Background: an optimization exercise with open tools, aiming at small area. Do not read the settings as production practice.
No functional check of the RTL was part of any run shown here.
No activity file was given, so power comes from the tool's default toggle rates.

==> design.v <==
`timescale 1ns/1ps
module random_map_writer (
    input  logic        clk,
    input  logic        rst,
    input  logic        start,
    input  logic [15:0] seed,
    input  logic [4:0]  density,
    input  logic [4:0]  rd_x,
    input  logic [4:0]  rd_y,
    output logic        rd_occ,
    output logic        busy,
    output logic        done,
    output logic [9:0]  occ_count
);
    logic [9:0]  idx;
    logic [15:0] lfsr;
    logic [4:0]  dcur, dprev;
    logic        start_accept, cell_bit, row_start, seed_zero;
    logic [15:0] cp0;
    logic [15:0] cp1;
    logic [15:0] cp2;
    logic [15:0] pend;   
    assign start_accept = !busy && !done && start;
    assign cell_bit     = dcur[4] || (lfsr[3:0] < dcur[3:0]);
    assign row_start    = (idx[7:0] == '0);
    assign seed_zero    = (seed == 16'h0000);
    always_ff @(posedge clk) begin
        if (rst) begin
            busy      <= 1'b0;
            done      <= 1'b0;
            idx       <= '0;
            dcur      <= '0;
            dprev     <= '0;
            occ_count <= '0;
        end else if (start_accept) begin
            busy      <= 1'b1;
            idx       <= '0;
            dprev     <= dcur;
            dcur      <= (density > 5'd16) ? 5'd16 : density;
            occ_count <= '0;
        end else if (busy) begin
            idx       <= idx + 1'b1;
            occ_count <= occ_count + 10'(cell_bit);
            if (idx == 10'd767) begin
                busy <= 1'b0;
                done <= 1'b1;
            end
        end else begin
            done <= 1'b0;
        end
    end
    always_ff @(posedge clk) begin
        if (busy)
            lfsr <= {lfsr[14:0], lfsr[15] ^ lfsr[13] ^ lfsr[12] ^ lfsr[10]};
        else
            lfsr <= seed | (seed_zero ? 16'hACE1 : 16'h0000);
    end
    logic [15:0] dlfsr;
    assign dlfsr[0] = lfsr[0] ^ lfsr[2] ^ lfsr[3] ^ lfsr[4] ^ lfsr[5] ^ lfsr[7] ^ lfsr[8] ^ lfsr[10] ^ lfsr[11] ^ lfsr[12] ^ lfsr[13] ^ lfsr[15];
    assign dlfsr[1] = lfsr[5] ^ lfsr[9] ^ lfsr[11] ^ lfsr[15];
    assign dlfsr[2] = lfsr[10] ^ lfsr[12] ^ lfsr[13] ^ lfsr[15];
    assign dlfsr[3] = lfsr[15];
    assign dlfsr[4] = lfsr[0] ^ lfsr[1] ^ lfsr[3] ^ lfsr[8] ^ lfsr[10] ^ lfsr[14];
    assign dlfsr[5] = lfsr[0] ^ lfsr[1] ^ lfsr[2] ^ lfsr[3] ^ lfsr[4] ^ lfsr[9] ^ lfsr[15];
    assign dlfsr[6] = lfsr[0] ^ lfsr[2] ^ lfsr[5] ^ lfsr[6] ^ lfsr[7] ^ lfsr[8] ^ lfsr[9] ^ lfsr[10] ^ lfsr[12] ^ lfsr[13] ^ lfsr[14];
    assign dlfsr[7] = lfsr[3] ^ lfsr[6] ^ lfsr[7] ^ lfsr[13];
    assign dlfsr[8] = lfsr[1] ^ lfsr[3] ^ lfsr[5] ^ lfsr[7] ^ lfsr[8] ^ lfsr[9] ^ lfsr[10] ^ lfsr[11] ^ lfsr[12] ^ lfsr[13] ^ lfsr[15];
    assign dlfsr[9] = lfsr[0] ^ lfsr[2] ^ lfsr[6] ^ lfsr[7] ^ lfsr[14];
    assign dlfsr[10] = lfsr[1] ^ lfsr[5] ^ lfsr[6] ^ lfsr[9] ^ lfsr[10] ^ lfsr[11] ^ lfsr[15];
    assign dlfsr[11] = lfsr[2] ^ lfsr[4] ^ lfsr[5] ^ lfsr[7] ^ lfsr[8] ^ lfsr[12] ^ lfsr[15];
    assign dlfsr[12] = lfsr[4] ^ lfsr[6] ^ lfsr[8] ^ lfsr[9] ^ lfsr[11] ^ lfsr[13];
    assign dlfsr[13] = lfsr[0] ^ lfsr[2] ^ lfsr[4] ^ lfsr[6] ^ lfsr[8] ^ lfsr[9] ^ lfsr[10] ^ lfsr[11] ^ lfsr[13] ^ lfsr[14];
    assign dlfsr[14] = lfsr[2] ^ lfsr[3] ^ lfsr[4] ^ lfsr[5] ^ lfsr[10] ^ lfsr[11] ^ lfsr[12];
    assign dlfsr[15] = lfsr[0] ^ lfsr[1] ^ lfsr[2] ^ lfsr[3] ^ lfsr[5] ^ lfsr[7] ^ lfsr[8] ^ lfsr[14];
    logic [1:0] prow;
    logic [9:0] idxm1;
    assign idxm1 = idx - 1'b1;
    assign prow  = idxm1[9:8];
    always_ff @(posedge clk) begin
        if (busy && row_start)
            pend <= dlfsr;
        if ((busy && row_start) || done) begin
            case (prow)
                0: cp0 <= pend;
                1: cp1 <= pend;
                2: cp2 <= pend;
                default: ;
            endcase
        end
    end
    logic [9:0]  k;
    logic        valid, cur, use_pend;
    logic [1:0] rrow;
    logic [7:0] roff;
    logic [3:0] grp;
    logic [15:0] base;
    assign k        = {rd_y, rd_x};
    assign valid    = !(rd_y[4] && rd_y[3]);
    assign rrow     = k[9:8];
    assign roff     = k[7:0];
    assign grp      = k[7:4];
    assign use_pend = (rrow == prow) && ((idx[7:0] == '0) || (roff < idx[7:0]));
    assign cur      = (idx != '0) && ((rrow < prow) || use_pend);
    always_comb begin
        case (rrow)
            0: base = cp0;
            1: base = cp1;
            2: base = cp2;
            default: base = cp2;
        endcase
        if (use_pend) base = pend;
    end
    logic [30:0] dq;
    assign dq[0] = base[15];
    assign dq[1] = base[14];
    assign dq[2] = base[13];
    assign dq[3] = base[12];
    assign dq[4] = base[11];
    assign dq[5] = base[10];
    assign dq[6] = base[9];
    assign dq[7] = base[8];
    assign dq[8] = base[7];
    assign dq[9] = base[6];
    assign dq[10] = base[5];
    assign dq[11] = base[4];
    assign dq[12] = base[3];
    assign dq[13] = base[2];
    assign dq[14] = base[1];
    assign dq[15] = base[0];
    assign dq[16] = base[10] ^ base[12] ^ base[13] ^ base[15];
    assign dq[17] = base[9] ^ base[11] ^ base[12] ^ base[14];
    assign dq[18] = base[8] ^ base[10] ^ base[11] ^ base[13];
    assign dq[19] = base[7] ^ base[9] ^ base[10] ^ base[12];
    assign dq[20] = base[6] ^ base[8] ^ base[9] ^ base[11];
    assign dq[21] = base[5] ^ base[7] ^ base[8] ^ base[10];
    assign dq[22] = base[4] ^ base[6] ^ base[7] ^ base[9];
    assign dq[23] = base[3] ^ base[5] ^ base[6] ^ base[8];
    assign dq[24] = base[2] ^ base[4] ^ base[5] ^ base[7];
    assign dq[25] = base[1] ^ base[3] ^ base[4] ^ base[6];
    assign dq[26] = base[0] ^ base[2] ^ base[3] ^ base[5];
    assign dq[27] = base[1] ^ base[2] ^ base[4] ^ base[10] ^ base[12] ^ base[13] ^ base[15];
    assign dq[28] = base[0] ^ base[1] ^ base[3] ^ base[9] ^ base[11] ^ base[12] ^ base[14];
    assign dq[29] = base[0] ^ base[2] ^ base[8] ^ base[11] ^ base[12] ^ base[15];
    assign dq[30] = base[1] ^ base[7] ^ base[11] ^ base[12] ^ base[13] ^ base[14] ^ base[15];
    logic [30:0] dsh;
    assign dsh = dq >> grp;
    logic [15:0] jumped;
    assign jumped[0] = dsh[15];
    assign jumped[1] = dsh[14];
    assign jumped[2] = dsh[13];
    assign jumped[3] = dsh[12];
    assign jumped[4] = dsh[11];
    assign jumped[5] = dsh[10];
    assign jumped[6] = dsh[9];
    assign jumped[7] = dsh[8];
    assign jumped[8] = dsh[7];
    assign jumped[9] = dsh[6];
    assign jumped[10] = dsh[5];
    assign jumped[11] = dsh[4];
    assign jumped[12] = dsh[3];
    assign jumped[13] = dsh[2];
    assign jumped[14] = dsh[1];
    assign jumped[15] = dsh[0];
    logic [18:0] wv;
    assign wv[0] = jumped[0] ^ jumped[3] ^ jumped[5] ^ jumped[8];
    assign wv[1] = jumped[1] ^ jumped[2] ^ jumped[3] ^ jumped[9] ^ jumped[11] ^ jumped[13];
    assign wv[2] = jumped[1] ^ jumped[4] ^ jumped[8] ^ jumped[10] ^ jumped[11] ^ jumped[13];
    assign wv[3] = jumped[1] ^ jumped[5] ^ jumped[6] ^ jumped[7] ^ jumped[9] ^ jumped[10] ^ jumped[11];
    assign wv[4] = jumped[2];
    assign wv[5] = jumped[0] ^ jumped[2] ^ jumped[3] ^ jumped[6] ^ jumped[9] ^ jumped[10] ^ jumped[12] ^ jumped[15];
    assign wv[6] = jumped[0] ^ jumped[1] ^ jumped[2] ^ jumped[3] ^ jumped[5] ^ jumped[6] ^ jumped[7] ^ jumped[8] ^ jumped[12] ^ jumped[13];
    assign wv[7] = jumped[1] ^ jumped[4] ^ jumped[6] ^ jumped[7] ^ jumped[8] ^ jumped[10] ^ jumped[11] ^ jumped[13] ^ jumped[15];
    assign wv[8] = jumped[0] ^ jumped[4] ^ jumped[5] ^ jumped[9] ^ jumped[10] ^ jumped[11] ^ jumped[13] ^ jumped[15];
    assign wv[9] = jumped[0] ^ jumped[1] ^ jumped[3] ^ jumped[4] ^ jumped[5] ^ jumped[10] ^ jumped[11] ^ jumped[12] ^ jumped[15];
    assign wv[10] = jumped[3] ^ jumped[7] ^ jumped[9] ^ jumped[11] ^ jumped[13] ^ jumped[14];
    assign wv[11] = jumped[1] ^ jumped[4] ^ jumped[8] ^ jumped[9] ^ jumped[10] ^ jumped[11] ^ jumped[13] ^ jumped[15];
    assign wv[12] = jumped[3] ^ jumped[7] ^ jumped[8] ^ jumped[10] ^ jumped[11];
    assign wv[13] = jumped[0] ^ jumped[1] ^ jumped[4] ^ jumped[5] ^ jumped[7] ^ jumped[11] ^ jumped[15];
    assign wv[14] = jumped[2] ^ jumped[3] ^ jumped[4] ^ jumped[5] ^ jumped[7] ^ jumped[10] ^ jumped[14] ^ jumped[15];
    assign wv[15] = jumped[0] ^ jumped[1] ^ jumped[2] ^ jumped[4] ^ jumped[5] ^ jumped[6] ^ jumped[7] ^ jumped[9] ^ jumped[11] ^ jumped[12] ^ jumped[14] ^ jumped[15];
    assign wv[16] = jumped[2] ^ jumped[4] ^ jumped[7] ^ jumped[10] ^ jumped[12] ^ jumped[13] ^ jumped[15];
    assign wv[17] = jumped[0] ^ jumped[1] ^ jumped[2] ^ jumped[8] ^ jumped[10] ^ jumped[12];
    assign wv[18] = jumped[0] ^ jumped[3] ^ jumped[7] ^ jumped[9] ^ jumped[10] ^ jumped[12];
    logic [10:0] wh;
    assign wh = rd_x[3] ? wv[18:8] : wv[10:0];
    logic [10:0] pw;
    logic [2:0]  px;
    logic        psel, pen;
    always_ff @(posedge clk) begin
        pw   <= wh;
        px   <= rd_x[2:0];
        psel <= cur && !start_accept;
        pen  <= valid && !rst;
    end
    logic [10:0] ws;
    assign ws = pw >> px;
    logic [3:0] nib;
    assign nib = {ws[0], ws[1], ws[2], ws[3]};
    logic [4:0] pd;
    assign pd = psel ? dcur : dprev;
    logic [3:0] lt;
    assign lt[0] = pd[0] & ~nib[0];
    assign lt[1] = pd[1] ? (~nib[1] | lt[0]) : (~nib[1] & lt[0]);
    assign lt[2] = pd[2] ? (~nib[2] | lt[1]) : (~nib[2] & lt[1]);
    assign lt[3] = pd[3] ? (~nib[3] | lt[2]) : (~nib[3] & lt[2]);
    assign rd_occ = pen && (pd[4] || lt[3]);
endmodule
==> flow/run.sh <==
#!/bin/bash
# The standard layout with two changes:
#  - every port still gets its own buffer, but a plain buf_1 instead of the
#    delay buffer that buffer_ports picks by default;
#  - synthesis maps the logic with flow/abc_map.script (an area-oriented ABC
#    script) in place of ORFS's abc_speed.script. Everything else in the ORFS
#    scripts is used unchanged, from a copy made here.
set -euo pipefail
export BUFFER_PORTS_ARGS="-buffer_cell sky130_fd_sc_hd__buf_1"
rm -rf scripts_local
cp -r "$FLOW_HOME/scripts" scripts_local
cp flow/abc_map.script scripts_local/abc_speed.script
export SCRIPTS_DIR="$PWD/scripts_local"
bash standard.sh > standard.log 2>&1
==> flow/abc_map.script <==
strash
dc2
&get -n
&dch -f
&nf
&put
topo
stime -c
dnsize -c
==> standard.sh <==
#!/bin/bash
# synth_recipe.tcl (not shown) runs the flow's synth.tcl, then flattens the netlist and writes it again
# the make line also repeats each setting of config.mk as NAME=value (left out here)
make -C /OpenROAD-flow-scripts/flow DESIGN_CONFIG=/design/flow/config.mk WORK_HOME=/design/flow/orfs CLKGATE_MAP_FILE= SYNTH_SCRIPT=/design/flow/synth_recipe.tcl "${@:-finish}"
==> config.mk <==
export PLATFORM = sky130hd
export DESIGN_NAME = random_map_writer
export DESIGN_NICKNAME = random_map_writer
export VERILOG_FILES = /design/flow/design.v
export SDC_FILE = /design/flow/constraint.sdc
export NUM_CORES = 4
export LEC_CHECK = 0
export CAP_MARGIN = 20
export CORE_MARGIN = 2
export CORE_UTILIZATION = 40
export CTS_BUF_LIST = sky130_fd_sc_hd__clkbuf_8
export GPL_TIMING_DRIVEN = 0
export SLEW_MARGIN = 20
==> constraint.sdc <==
create_clock -name core_clock -period 5.0 [get_ports {clk}]
set_input_delay 1.0000 -clock core_clock [delete_from_list [all_inputs] [get_ports {clk}]]
set_output_delay 1.0000 -clock core_clock [all_outputs]
set_load 0.01 [all_outputs]
==> impl_metrics.yaml, run 1 <==
status:
  failed_checks: "setup timing"
  status: "complete, but fails checks"
floorplanning:
  die_area_um2: 20500
  coreArea_um2: 18800
  ios: 47
  chipWidth_um: 143
  fp.dieH_um: 143
  rows: 50
  start_util_pct: 41.1
drt:
  drt_wl_total_mm: 18.0
  drtAntennaViolNets: 0
  wl_per_cell_um: 17.0
  drt_pass1_iterations: 4
  drt-initial-drc-count: 305
  num_vias: 5646
  drc: 0
  via_per_inst: 5.34
power_and_ir_drop:
  peakVddDrop_mv: 0.417
  leakage_nw: 3.40
  design_power_total_w: 0.00678
  power_density_nw_per_um2: 692
synthesis:
  ys_seq_elements: 128
  synthMuxAreaShare_pct: 18.2
  synth_top_family_by_area: "XOR/XNOR gates"
  synth_area_leaders: "edfxtp_1, dfxtp_1, xnor2_1"
  synth-seq-area-share_pct: 41.4
  synth-xor-area-share_pct: 20.8
  syn_nets: 720
  avgSynthCellArea_um2: 11.5
  ys.flop_type: "edfxtp_1"
  synth-adder-area-share_pct: 2.59
  synthTopCellsByCount: "xnor2_1, xor2_1, dfxtp_1, edfxtp_1, nor2_1"
  yosysWarnings: 1
  yosysMostFrequentCell: "xnor2_1"
  yosysTopAreaCell: "edfxtp_1"
  netlist_area_um2: 7740
  async_flop_share_pct: 0
  synth-compound-area-share_pct: 8.05
  synth_top_area_share_pct: 24.8
  synthSimpleGateAreaFrac_pct: 8.15
  synth_cells: 670
  ys_types: 39
  synth_edf_count: 64
worst_hold_path:
  hold_depth: 1
  holdPathEnd: "dprev[4]"
  hold_path.class: "register to register"
  min-delay-start: "dprev[4]"
clock_network:
  cts_root_buf: "clkbuf_8"
  tritoncts: "done"
  htreeDepth: 4
  clock-sinks: 128
  cts_hold_buffers: 0
  clk_path_buf_depth: 2
  cts_buffers: 17
  path_clk_slew_ns: 0.08
  clock_latency_ns: 0.43
timing:
  worst_slack_ns: -0.620
  hold_viol: 0
  setup_violations: 11
  max_freq_mhz: 178
  rsz0062_at_grt: "true"
  finClkSkew_ns: 0.0128
  fin_setup_tns_ns: -4.83
  fin_crit_sh_pct: 112
  tightest_slew_ns: 1.03
  period_minus_slack_ns: 5.62
  relSlewSlack_pct: 30.4
  drv_slew: 0
setup_path:
  r2r_end: "pw[7]"
  r2r_start: "idx[1]"
  crit_type: "input port to register"
  r2r_cells: 25
  worst_setup_path_start_kind: "input port"
  path_max_fanout: 6
  r2r_slack_ns: -0.53
  cp.arrival_ns: 5.93
  critical_path_required_ns: 5.31
  cp-end-kind: "register"
global_routing:
  track_usage_pct: 17.9
  grt_max_degree: 40
  grt_pass1_wl_mm: 28.8
  grt_pass1_vias: 5617
  overflow: 0
  antenna_found_initial: 0
layout:
  nNetsFinal: 835
  area_growth_pct: 26.6
  n_antenna_cell: 0
  nFillCells: 1603
  drive_gt1_share_pct: 24.4
job:
  cap_violations: 0
placement:
  port_buffers: 46
  gp_congestion: 0.849
  post-dp-hpwl_mm: 12.7
-- sequential cells by signal (all words and copies together) (netlist names), 3 cells and up --
signal	flops
cp2	16
dprev	5
px	3
cp1	16
dcur	5
cp0	16
lfsr	16
occ_count	10
idx	10
pw	11
pend	16
-- cell families (layout without fill, tap and decap cells) --
| group | Yosys count | after routing |
|---|---|---|
| XOR/XNOR | 182 | 182 |
| AND/OR/NAND/NOR | 139 | 139 |
| flip-flops | 128 | 128 |
| AO/OA/AOI/OAI | 100 | 100 |
| multiplexers | 88 | 88 |
| buffers and inverters | 17 | 145 |
| adder cells (fa/ha/maj) | 16 | 16 |
-- placed cells by master (no fill, tap or decap), types with 3 or more instances in the layout --
cell type and instances:
a21o_1 8, a21oi_1 26, a22o_1 6, a311oi_1 3, and2_0 4, and3_1 9, buf_1 41, buf_12 4
buf_4 44, buf_6 4, clkbuf_8 17, clkinv_1 18, clkinvlp_4 6, dfxtp_1 63, edfxtp_1 64, ha_1 15
inv_6 3, mux2_1 11, mux2i_1 20, mux2i_4 16, mux4_2 41, nand2_1 21, nand2b_1 6, nand3_1 5
nor2_1 64, nor2b_1 4, nor3_1 12, nor4_1 5, o21ai_0 17, o21ai_1 6, o22ai_1 18, xnor2_1 95
xnor2_2 12, xnor2_4 4, xor2_1 44, xor2_2 16, xor2_4 10
-- worst max-delay path by stage --
stage | start | endpoint | slack, ns | depth (start not counted)
after detailed placement | rd_x[3] | pw[3] | -1.96 | 21
after global placement | rd_x[4] | pw[6] | -3.83 | 18
after global routing | rd_x[1] | pw[7] | -0.73 | 25
after floorplan | rd_x[1] | pw[3] | -1.28 | 20
final | rd_x[1] | pw[7] | -0.62 | 25
after CTS | rd_x[1] | pw[7] | -0.48 | 23
-- metal layers --
metal | track usage [%] | wire, um | vias to the layer above
met2 | 30.0 | 9050 | 141
met4 | 4.95 | 225 | 0
met1 | 23.8 | 8010 | 2804
met5 | 0 | 0 | -
li1 | - | - | 2683
met3 | 3.52 | 671 | 18
-- worst max-delay path, cell delays in order --
cell      delay, ns
buf_8          0.10
ha_4           0.22
a21o_1         0.17
a21o_1         0.15
a21o_1         0.16
a21o_1         0.15
a21o_1         0.15
a21o_1         0.16
a21oi_2        0.15
o211ai_1       0.14
buf_6          0.19
buf_12         0.16
mux2i_4        0.33
xor2_4         0.13
buf_4          0.18
xnor2_4        0.14
mux4_2         0.49
mux4_2         0.57
xor2_4         0.30
buf_4          0.16
xor2_1         0.25
a21oi_2        0.10
o21ai_1        0.11
o21ai_1        0.11
xor2_1         0.16
-- what timing repair did --
item | in CTS | in global routing
endpoints found under the setup margin | 11 | 11
buffers inserted | 22 | 20
gates resized for setup | 79 | 28
pin swaps | 22 | 16
-- stage by stage --
| stage | setup WS, ns | utilization (%) | cells | hold WS, ns | area, um2 |
|---|---|---|---|---|---|
| after floorplan | -1.28 | - | 670 | 0.435 | 7840 |
| after global placement | -3.83 | 44.3 | 976 | 0.450 | 8340 |
| after detailed placement | -1.96 | 44.8 | 984 | 0.457 | 8440 |
| after CTS | -0.482 | 50.0 | 1038 | 0.478 | 9420 |
| after global routing | -0.729 | 52.0 | 1058 | 0.497 | 9790 |
| final | -0.620 | 52.0 | 1058 | 0.479 | 9790 |
-- where the power goes --
| part | switching, W | internal (W) | total (W) | leakage (nW) |
|---|---|---|---|---|
| Sequential | 0.000173 | 0.00134 | 0.00151 | 1.11 |
| Combinational | 0.00213 | 0.00229 | 0.00443 | 2.12 |
| Clock | 0.000440 | 0.000397 | 0.000837 | 0.172 |
| Total | 0.00275 | 0.00403 | 0.00678 | 3.40 |
-- cell type report --
class / instances / area, um2 / share of cell area, %
inverters: 17 / 63.8 / 0.652
repair buffers: 96 / 641 / 6.54
clock inverters: 15 / 138 / 1.41
well taps: 260 / 325 / 3.32
flip-flops and latches: 128 / 3200 / 32.7
multi-input cells: 525 / 5190 / 53.0
clock buffers: 17 / 234 / 2.39
==> run 2: changes to the inputs <==
==> flow/run.sh (replaced) <==
#!/bin/bash
# The standard layout, with one change: every port still gets its own
# buffer, but a plain buf_1 instead of the delay buffer that buffer_ports
# picks by default (that cell adds about 0.5 ns to each input and output path).
set -euo pipefail
export BUFFER_PORTS_ARGS="-buffer_cell sky130_fd_sc_hd__buf_1"
bash standard.sh > standard.log 2>&1
removed: flow/abc_map.script
==> run 2 against run 1 <==
Net effect:
- now clean on timing, DRC and antenna
- total power shrank 26%
- count of clock-buffer cells in the layout stayed put
- sequential power decreased by 7%
- core utilization decreased by 6.0 points
- critical path depth decreased by 8
- sequential share of layout area fell by 1.9 points
- first-iteration DRC count rose by 72%
- global-route usage is 2.3 points higher
- sequential cell count is the same
- non-clock buffer count rose by 12
- via count increased by 22%
- synthesized cell count rose by 31%
==> impl_metrics.yaml, run 2 <==
setup_path:
  r2r_start: "idx[1]"
  r2r_slack_ns: 0.25
  critical_path_required_ns: 5.34
  crit_start: "rd_x[3]"
  r2r_end: "pw[10]"
  crit_type: "input port to register"
  worst_setup_path_start_kind: "input port"
  cp.arrival_ns: 5.18
  path_max_fanout: 10
  cp-end-kind: "register"
  r2r_cells: 21
layout:
  nFillCells: 2177
  final_cells: 1253
  drive_gt1_share_pct: 15.9
  final_common_cell: "xnor2_1"
  final_cell_mix: "xnor2_1, nand2_1, dfxtp_1, edfxtp_1, mux2i_1"
  seq_area_um2: 3200
  multi_input_area_um2: 5730
  nNetsFinal: 1005
  area_growth_pct: 13.0
  n_antenna_cell: 0
placement:
  gp_congestion: 0.922
  place_inst: 1212
  port_buffers: 45
  dpl_worst_slack_ns: -0.513
  post-dp-hpwl_mm: 18.3
drt:
  drtAntennaViolNets: 0
  via_per_inst: 5.48
  drt_wl_total_mm: 23.8
  drt_pass1_iterations: 5
  drt-initial-drc-count: 525
  wl_per_cell_um: 19.0
  num_vias: 6862
  drc: 0
clock_network:
  cts_hold_buffers: 0
  cts_buffers: 17
  clk_path_buf_depth: 2
  clock-sinks: 128
  htreeDepth: 4
  path_clk_slew_ns: 0.07
  clock_latency_ns: 0.43
  tritoncts: "done"
  cts_root_buf: "clkbuf_8"
synthesis:
  synthMuxAreaShare_pct: 16.9
  netlist_area_um2: 9190
  synthSimpleGateAreaFrac_pct: 9.73
  yosysMostFrequentCell: "xnor2_1"
  synth-xor-area-share_pct: 20.9
  yosysWarnings: 1
  synth_cells: 880
  synth_top_family_by_area: "XOR/XNOR gates"
  ys_seq_elements: 128
  avgSynthCellArea_um2: 10.4
  synth-adder-area-share_pct: 2.40
  async_flop_share_pct: 0
  synth-compound-area-share_pct: 10.7
  yosysTopAreaCell: "edfxtp_1"
  synth-seq-area-share_pct: 34.8
  synthTopCellsByCount: "xnor2_1, nand2_1, mux2i_1"
  syn_nets: 930
  synth_top_area_share_pct: 20.9
  synth_edf_count: 64
  ys_types: 76
  synth_area_leaders: "edfxtp_1, dfxtp_1, xnor2_1"
  ys.flop_type: "edfxtp_1"
worst_hold_path:
  holdPathEnd: "dprev[2]"
  min-delay-start: "dprev[2]"
  hold_path.class: "register to register"
  hold_depth: 2
floorplanning:
  start_util_pct: 40.7
  rows: 55
  chipWidth_um: 156
  die_area_um2: 24200
  coreArea_um2: 22600
  ios: 47
  fp.dieH_um: 156
global_routing:
  overflow: 0
  grt_pass1_vias: 6862
  antenna_found_initial: 0
  track_usage_pct: 20.2
  grt_max_degree: 18
  grt_pass1_wl_mm: 37.9
timing:
  fin_setup_tns_ns: 0
  max_freq_mhz: 207
  period_minus_slack_ns: 4.84
  worst_slack_ns: 0.165
  fin_crit_sh_pct: 96.7
  tightest_slew_ns: 0.808
  finClkSkew_ns: 0.0138
  relSlewSlack_pct: 46.1
  drv_slew: 0
  setup_violations: 0
  timing.hold.ws_ns: 0.459
  hold_viol: 0
power_and_ir_drop:
  internal_power_w: 0.00307
  design_power_total_w: 0.00502
  p_comb_share_pct: 53.0
  clockPowerShare_pct: 18.9
  power_density_nw_per_um2: 484
  switching_power_w: 0.00195
  swShare_pct: 38.9
  seqPwrFrac_pct: 28.1
  leakage_nw: 3.72
  peakVddDrop_mv: 0.209
status:
  status: "complete, no violations"
job:
  cap_violations: 0
## run 2: layout make-up
class                   instances  area share, %
plain buffers                  52           3.10
multi-input cells             674           55.1
inverters                      26          0.940
clock buffers                  17           2.25
clock inverters                15           1.87
flip-flops and latches        128           30.8
well taps                     285           3.43
repair buffers                 56           2.42
## run 2: power groups by stage
stage	combinational (W)	clock, W	sequential [W]
after floorplan	0.00203	0	0.00137
after global placement	0.00250	0	0.00143
after detailed placement	0.00251	0	0.00143
after CTS	0.00255	0.000972	0.00141
after global routing	0.00287	0.00102	0.00142
final	0.00266	0.000950	0.00141
## run 2: how the worst max path moves through the flow
stage | end | slack, ns | depth (start not counted)
finish | pw[6] | 0.16 | 17
CTS | pw[6] | 0.002 | 18
global placement | pw[0] | -0.51 | 18
detailed placement | pw[0] | -0.51 | 18
global route | pw[10] | -0.06 | 21
floorplan | pw[3] | 0.43 | 17
## run 2: kinds of logic (layout without fill, tap and decap cells)
| kind of cell | after synthesis | in the layout |
|---|---|---|
| AND/OR/NAND/NOR | 201 | 201 |
| XOR/XNOR | 200 | 200 |
| AO/OA/AOI/OAI | 137 | 137 |
| flip-flops | 128 | 128 |
| multiplexers | 118 | 118 |
| buffers and inverters | 78 | 166 |
| adder cells (fa/ha/maj) | 18 | 18 |
## run 2: per-layer routing
layer  up-vias  share of wire (%)  wire length [um]  track usage [%]
li1       3301                  -                 -                -
met1      3257                 45             10600             27.0
met2       242                 46             11000             32.0
met3        62                5.8              1380             4.22
met4         0                3.2               757             8.52
met5         -                  0                 0                0
## run 2: worst max-delay path, cell delays in order
cell and delay (ns):
buf_1 0.18, ha_1 0.34, o21a_1 0.12, nor2_1 0.05, o31ai_2 0.37, o21a_1 0.15, buf_4 0.20, buf_6 0.20
buf_2 0.31, a21oi_1 0.12, a221oi_1 0.39, o32ai_2 0.23, a211oi_1 0.60, xnor2_1 0.25, xnor2_1 0.31, nor2_1 0.09
a221oi_2 0.25
## run 2: what timing repair did
action                     in CTS  in global routing
pin swaps                       1                  2
setup buffers                   1                  8
resized for setup               6                 19
setup endpoints to repair      10                 10
## run 2: metrics by stage
stage | util, % | area (um2)
floorplan | - | 9190
CTS | 45.3 | 10200
detailed placement | 43.2 | 9750
finish | 46.0 | 10400
global placement | 43.1 | 9720
global route | 46.0 | 10400

==> re-timing with driven ports <==
The results above use ideal ports. As a check the final layouts listed here were re-extracted and re-timed, cells and wires unchanged.
Step 1: set_driving_cell puts a clkbuf_16 on clk and a buf_2 on each other input, an assumption about the parent block.
Step 2 also shifts input and output timing later by t, the mid clock arrival at the registers, as if the neighbouring blocks saw the same clock.
Three values: no drivers, after step 1, after step 2; two values: the first two.
run | t (ns) | setup WS [ns] | clock arrival spread, ns | worst slew at a driven data input, ns | pins driven straight from the clock port
run 1 | 0.469 | -0.620 / -0.619 / -1.087 | 0.017 / 0.017 | 0.05 | 1
run 2 | 0.458 | 0.165 / 0.175 / -0.283 | 0.015 / 0.014 | 0.05 | 1
With both steps, setup timing fails in run 2, where it was met with ideal ports. The setup slack of run 1, which loses most, moves by +0.001 ns with the drivers and by -0.467 ns with both steps.
